From an optimization exercise on the open Yosys and OpenROAD flow, aimed at small area, a short achievable clock period and few clock cycles per item; shortcuts taken in it are not production practice.
RTL that was checked went through simulation tests only; none was proved equivalent to the original.
No activity file was given, so power comes from the tool's default toggle rates.

// core_issue_top
module core_issue_top (
    input  logic                   clk,
    input  logic                   rst,
    input  logic                   instr_valid,
    input  logic [31:0]            instr_word,
    input  logic                   flush,
    output logic                   stall,
    output logic                   wb_valid,
    output logic [5-1:0] wb_rd,
    output logic [32-1:0]       wb_data
);
    logic                   dec_ok;
    core_pkg::dec_t         dec;
    logic                   head_valid;
    core_pkg::dec_t         head;
    logic                   fire;
    logic                   ex_alu, ex_mul, ex_div;
    logic [5-1:0] ex_rd;
    logic [2:0]             ex_funct3;
    logic                   ex_sub;
    logic [32-1:0]       ex_a, ex_b;
    logic [32-1:0]       alu_res;
    logic                   s2_valid;
    logic [5-1:0] s2_rd;
    logic [32-1:0]       s2_res;
    logic                   div_busy;
    logic [5-1:0] div_rd;
    logic                   div_resv;
    logic                   div_wr;
    logic [32-1:0]       div_res;
    logic                   rf_we;
    logic [5-1:0] rf_waddr;
    logic [32-1:0]       rf_wdata;
    instr_decoder u_decoder (
        .instr_word (instr_word),
        .dec_ok     (dec_ok),
        .dec        (dec)
    );
    instr_queue u_queue (
        .clk        (clk),
        .rst        (rst),
        .flush      (flush),
        .push       (instr_valid && !flush && dec_ok),
        .wr_data    (dec),
        .pop        (fire),
        .head_valid (head_valid),
        .head       (head),
        .stall      (stall)
    );
  ...
make LEC_CHECK=0 ABC_CLOCK_PERIOD_IN_PS=3000 CAP_MARGIN=20 CORE_MARGIN=2 CORE_UTILIZATION=40 SETUP_SLACK_MARGIN=3.0 SLEW_MARGIN=20 finish   # period 7.0 ns
run.sh (not shown) runs the stock make flow with config.mk's settings and CLKGATE_MAP_FILE= SYNTH_SCRIPT=/design/flow/synth_recipe.tcl, a recipe that flattens the netlist after the stock synthesis.
Testbench counts at the start, summed over its fixed seeds: cycles 17,617, instrs 16,000.
Next try:
--- a/flow/design.v
+++ b/flow/design.v
@@ -65,17 +65,17 @@
     output core_pkg::dec_t head,
     output logic           stall
 );
     localparam int W = core_pkg::DEC_W;
     logic [DEPTH-1:0][W-1:0] q;
     logic [DEPTH-1:0]        v;
     assign head       = q[0];
     assign head_valid = v[0];
-    assign stall      = v[DEPTH-1] && !pop;
+    assign stall      = v[DEPTH-1];
     always_ff @(posedge clk) begin
         if (rst || flush) begin
             v <= '0;
         end else begin
             for (int i = 0; i < DEPTH; i++) begin
                 if (pop)
                     v[i] <= (i + 1 < DEPTH ? v[(i + 1) % DEPTH] : 1'b0) || (push && v[i]) ||
                             (push && i == 0 && !v[0]);
@@ -152,30 +152,26 @@
     assign use_rs2 = !head.use_imm;
     always_comb begin
         if (ex_alu && ex_rd == rs1)
             rs1_val = alu_res;
         else if (s2_valid && s2_rd == rs1)
             rs1_val = s2_res;
         else if (div_wr && div_rd == rs1)
             rs1_val = div_res;
-        else if (rf_we && rf_waddr == rs1)
-            rs1_val = rf_wdata;
         else
             rs1_val = rf_rd[rs1];
     end
     always_comb begin
         if (ex_alu && ex_rd == rs2)
             rs2_val = alu_res;
         else if (s2_valid && s2_rd == rs2)
             rs2_val = s2_res;
         else if (div_wr && div_rd == rs2)
             rs2_val = div_res;
-        else if (rf_we && rf_waddr == rs2)
-            rs2_val = rf_wdata;
         else
             rs2_val = rf_rd[rs2];
     end
     assign haz_mul  = ex_mul && (ex_rd == rs1 || (use_rs2 && ex_rd == rs2));
     assign haz_div  = div_busy && !div_wr &&
                       (div_rd == rs1 || (use_rs2 && div_rd == rs2) || div_rd == head.rd);
     assign blk_div  = head.div && div_busy && !div_wr;
     assign blk_slot = !head.div && div_resv;
@@ -297,17 +293,16 @@
         end
     endfunction
     logic [5:0]       za;
     logic [5:0]       zb;
     logic             b_zero;
     logic             b_le;
     logic             div_run;
     logic             div_align;
-    logic             div_short;
     logic             div_done;
     logic             div_op_rem;
     logic [5:0]       div_za;
     logic [5:0]       div_zb;
     logic [5:0]       div_k;
     logic [5:0]       div_cnt;
     logic [32-1:0] div_rem;
     logic [32-1:0] div_quot;
@@ -317,80 +312,71 @@
     assign zb     = clz32(ex_b);
     assign b_zero = (ex_b == '0);
     assign b_le   = !b_zero && (zb >= za);
     assign div_k  = div_zb - div_za;
     assign div_diff = {1'b0, div_rem} - {1'b0, div_d};
     assign div_done = div_busy && !ex_div && !div_align && !div_run;
     assign div_wr   = div_done && !s2_valid;
     assign div_res  = div_op_rem ? div_rem : div_quot;
-    assign div_resv = (div_run && div_cnt == 6'd2) ||
-                      (div_run && div_cnt == 6'd1 && div_short && (ex_alu || ex_mul));
+    assign div_resv = (div_align && div_za == div_zb) || (div_run && div_cnt == 6'd2);
     always_ff @(posedge clk) begin
         if (rst) begin
             div_busy  <= 1'b0;
             div_align <= 1'b0;
             div_run   <= 1'b0;
         end else begin
             if (issue_div)
                 div_busy <= 1'b1;
             else if (div_wr)
                 div_busy <= 1'b0;
-            div_align <= ex_div && b_le && za != zb;
-            if (div_align || (ex_div && b_le && za == zb))
+            div_align <= ex_div && b_le;
+            if (div_align)
                 div_run <= 1'b1;
             else if (div_run && div_cnt == 6'd1)
                 div_run <= 1'b0;
         end
     end
     always_ff @(posedge clk) begin
         if (issue_div) begin
             div_rd     <= issue_rd;
             div_op_rem <= issue_rem;
         end
     end
     always_ff @(posedge clk) begin
-        div_short <= ex_div;
         if (ex_div) begin
             div_za   <= za;
             div_zb   <= zb;
-            div_cnt  <= 6'd1;
             div_rem  <= ex_a;
             div_quot <= b_zero ? '1 : '0;
             div_d    <= ex_b;
         end else if (div_align) begin
             div_cnt  <= div_k + 6'd1;
             div_d    <= div_d << div_k[4:0];
         end else if (div_run) begin
             div_cnt  <= div_cnt - 6'd1;
             div_quot <= {div_quot[32-2:0], !div_diff[32]};
             div_d    <= div_d >> 1;
             if (!div_diff[32])
                 div_rem <= div_diff[32-1:0];
         end
     end
-    logic                   res_we;
-    logic [5-1:0] res_rd;
-    logic [32-1:0]       res_data;
-    assign res_we   = s2_valid || div_wr;
-    assign res_rd   = s2_valid ? s2_rd : div_rd;
-    assign res_data = s2_valid ? s2_res : div_res;
+    assign rf_we    = s2_valid || div_wr;
+    assign rf_waddr = s2_valid ? s2_rd : div_rd;
+    assign rf_wdata = s2_valid ? s2_res : div_res;
     always_ff @(posedge clk) begin
         if (rst)
             wb_valid <= 1'b0;
         else
-            wb_valid <= res_we;
+            wb_valid <= rf_we;
     end
     always_ff @(posedge clk) begin
-        wb_rd   <= res_rd;
-        wb_data <= res_data;
+        wb_rd   <= rf_waddr;
+        wb_data <= rf_wdata;
     end
-    assign rf_we    = wb_valid;
-    assign rf_waddr = wb_rd;
-    assign rf_wdata = wb_data;
 endmodule
 module mul_csa (
     input  logic [31:0] a,
     input  logic [31:0] b,
     output logic [31:0] r0,
     output logic [31:0] r1,
     output logic [31:0] r2,
     output logic [31:0] r3
What happened:
- Now the flow ran to the end with violations: max-capacitance violations, max-slew violations
- global-route usage went down by 1.8 points
- fmax went up slightly
- clock-buffer cell count increases by 10
- total power drops by a few percent
- combinational power fell by roughly a tenth
- via count came out lower by a few percent
No functional check of the RTL was part of the second run of this note.

* * *

core_issue_top, a different RTL version from the one above (not shown whole).
Size in the first run: ~7,300 cells after synthesis, roughly 75 I/O pins, roughly 82,000 um^2 of cells after synthesis.
Design core_issue_top, start of the top module:
module core_issue_top (
    input  logic                   clk,
    input  logic                   rst,
    input  logic                   instr_valid,
    input  logic [31:0]            instr_word,
    input  logic                   flush,
    output logic                   stall,
    output logic                   wb_valid,
    output logic [5-1:0] wb_rd,
    output logic [32-1:0]       wb_data
);
    logic                   dec_ok;
    core_pkg::dec_t         dec;
    logic                   head_valid;
    core_pkg::dec_t         head;
    logic                   fire;
    logic                   ex_alu, ex_mul, ex_div;
    logic [5-1:0] ex_rd;
    logic [2:0]             ex_funct3;
    logic                   ex_sub;
    logic [32-1:0]       ex_a, ex_b;
    logic [32-1:0]       mul_a, mul_b;
    logic [32-1:0]       alu_res;
    logic                   s2_valid;
    logic [5-1:0] s2_rd;
    logic [32-1:0]       s2_res;
    logic                   div_busy;
    logic [5-1:0] div_rd;
    logic                   div_resv;
    logic                   div_wr;
    logic [32-1:0]       div_res;
    logic                   rf_we;
    logic [5-1:0] rf_waddr;
    logic [32-1:0]       rf_wdata;
    instr_decoder u_decoder (
        .instr_word (instr_word),
        .dec_ok     (dec_ok),
        .dec        (dec)
    );
    instr_queue u_queue (
        .clk        (clk),
        .rst        (rst),
        .flush      (flush),
  ...
clock: 7.0 ns
lec_check: 0
abc_clock_period_in_ps: 3000
cap_margin: 20
core_margin: 2
core_utilization: 40
setup_slack_margin: 3.0
slew_margin: 20
Change:
--- a/flow/design.v
+++ b/flow/design.v
@@ -170,22 +170,26 @@
         if (ex_alu && ex_rd == rs1)
             rs1_val = alu_res;
         else if (s2_valid && s2_rd == rs1)
             rs1_val = s2_res;
         else if (div_wr && div_rd == rs1)
             rs1_val = div_res;
+        else if (rf_we && rf_waddr == rs1)
+            rs1_val = rf_wdata;
         else
             rs1_val = rf_rs1;
     end
     always_comb begin
         if (ex_alu && ex_rd == rs2)
             rs2_val = alu_res;
         else if (s2_valid && s2_rd == rs2)
             rs2_val = s2_res;
         else if (div_wr && div_rd == rs2)
             rs2_val = div_res;
+        else if (rf_we && rf_waddr == rs2)
+            rs2_val = rf_wdata;
         else
             rs2_val = rf_rs2;
     end
     assign haz_mul  = ex_mul && (ex_rd == rs1 || (use_rs2 && ex_rd == rs2));
     assign haz_div  = div_busy && !div_wr &&
                       (div_rd == rs1 || (use_rs2 && div_rd == rs2) || div_rd == head.rd);
@@ -374,25 +378,31 @@
             div_quot <= {div_quot[32-2:0], !div_diff[32]};
             div_d    <= div_d >> 1;
             if (!div_diff[32])
                 div_rem <= div_diff[32-1:0];
         end
     end
-    assign rf_we    = s2_valid || div_wr;
-    assign rf_waddr = s2_valid ? s2_rd : div_rd;
-    assign rf_wdata = s2_valid ? s2_res : div_res;
+    logic                   res_we;
+    logic [5-1:0] res_rd;
+    logic [32-1:0]       res_data;
+    assign res_we   = s2_valid || div_wr;
+    assign res_rd   = s2_valid ? s2_rd : div_rd;
+    assign res_data = s2_valid ? s2_res : div_res;
     always_ff @(posedge clk) begin
         if (rst)
             wb_valid <= 1'b0;
         else
-            wb_valid <= rf_we;
+            wb_valid <= res_we;
     end
     always_ff @(posedge clk) begin
-        wb_rd   <= rf_waddr;
-        wb_data <= rf_wdata;
+        wb_rd   <= res_rd;
+        wb_data <= res_data;
     end
+    assign rf_we    = wb_valid;
+    assign rf_waddr = wb_rd;
+    assign rf_wdata = wb_data;
 endmodule
 module mul_csa (
     input  logic [31:0] a,
     input  logic [31:0] b,
     output logic [31:0] r0,
     output logic [31:0] r1,
After rerunning: Worst setup slack loses 100 ps. Synthesized cell count goes up by 1.6%. Count of clock-buffer cells in the layout goes down by 16. Via count goes up by 3.9%. Non-clock buffer count goes up by 17. Combinational power goes down by about 1%. Sequential share of layout area barely changes. Utilization goes down by 0.26 points. Final area barely changes. Area after synthesis goes up by 0.83%. Power goes down by 1.4%.
No functional check of the RTL was part of any run of this note.

==> static timing again, ports no longer ideal <==
Ports are ideal in the flow. The routed layouts listed here were re-timed in OpenROAD.
Step 1, drivers: a clkbuf_16 drives clk and a buf_2 each remaining input, both assumed.
Step 2 moves the port delays by t, midway between the first and last clock arrival at a register: inputs arrive t later, outputs are due t later. That takes back most of the time a late clock gives input paths.
a / b / c = no drivers / after step 1 / after step 2; a / b = the first two.
run	t (ns)	setup WS [ns]	clock arrival spread, ns	slew at the worst register clock pin (ns)
the first run of note 1	0.900	2.828 / 2.743 / 2.860	0.042 / 0.042	0.07 / 0.07
the second run of note 1	0.881	2.881 / 2.881 / 2.881	0.061 / 0.061	0.07 / 0.07
the first run of note 2	0.926	2.793 / 2.793 / 2.793	0.070 / 0.071	0.07 / 0.07
the second run of note 2	0.950	2.691 / 2.691 / 2.691	0.086 / 0.085	0.07 / 0.07
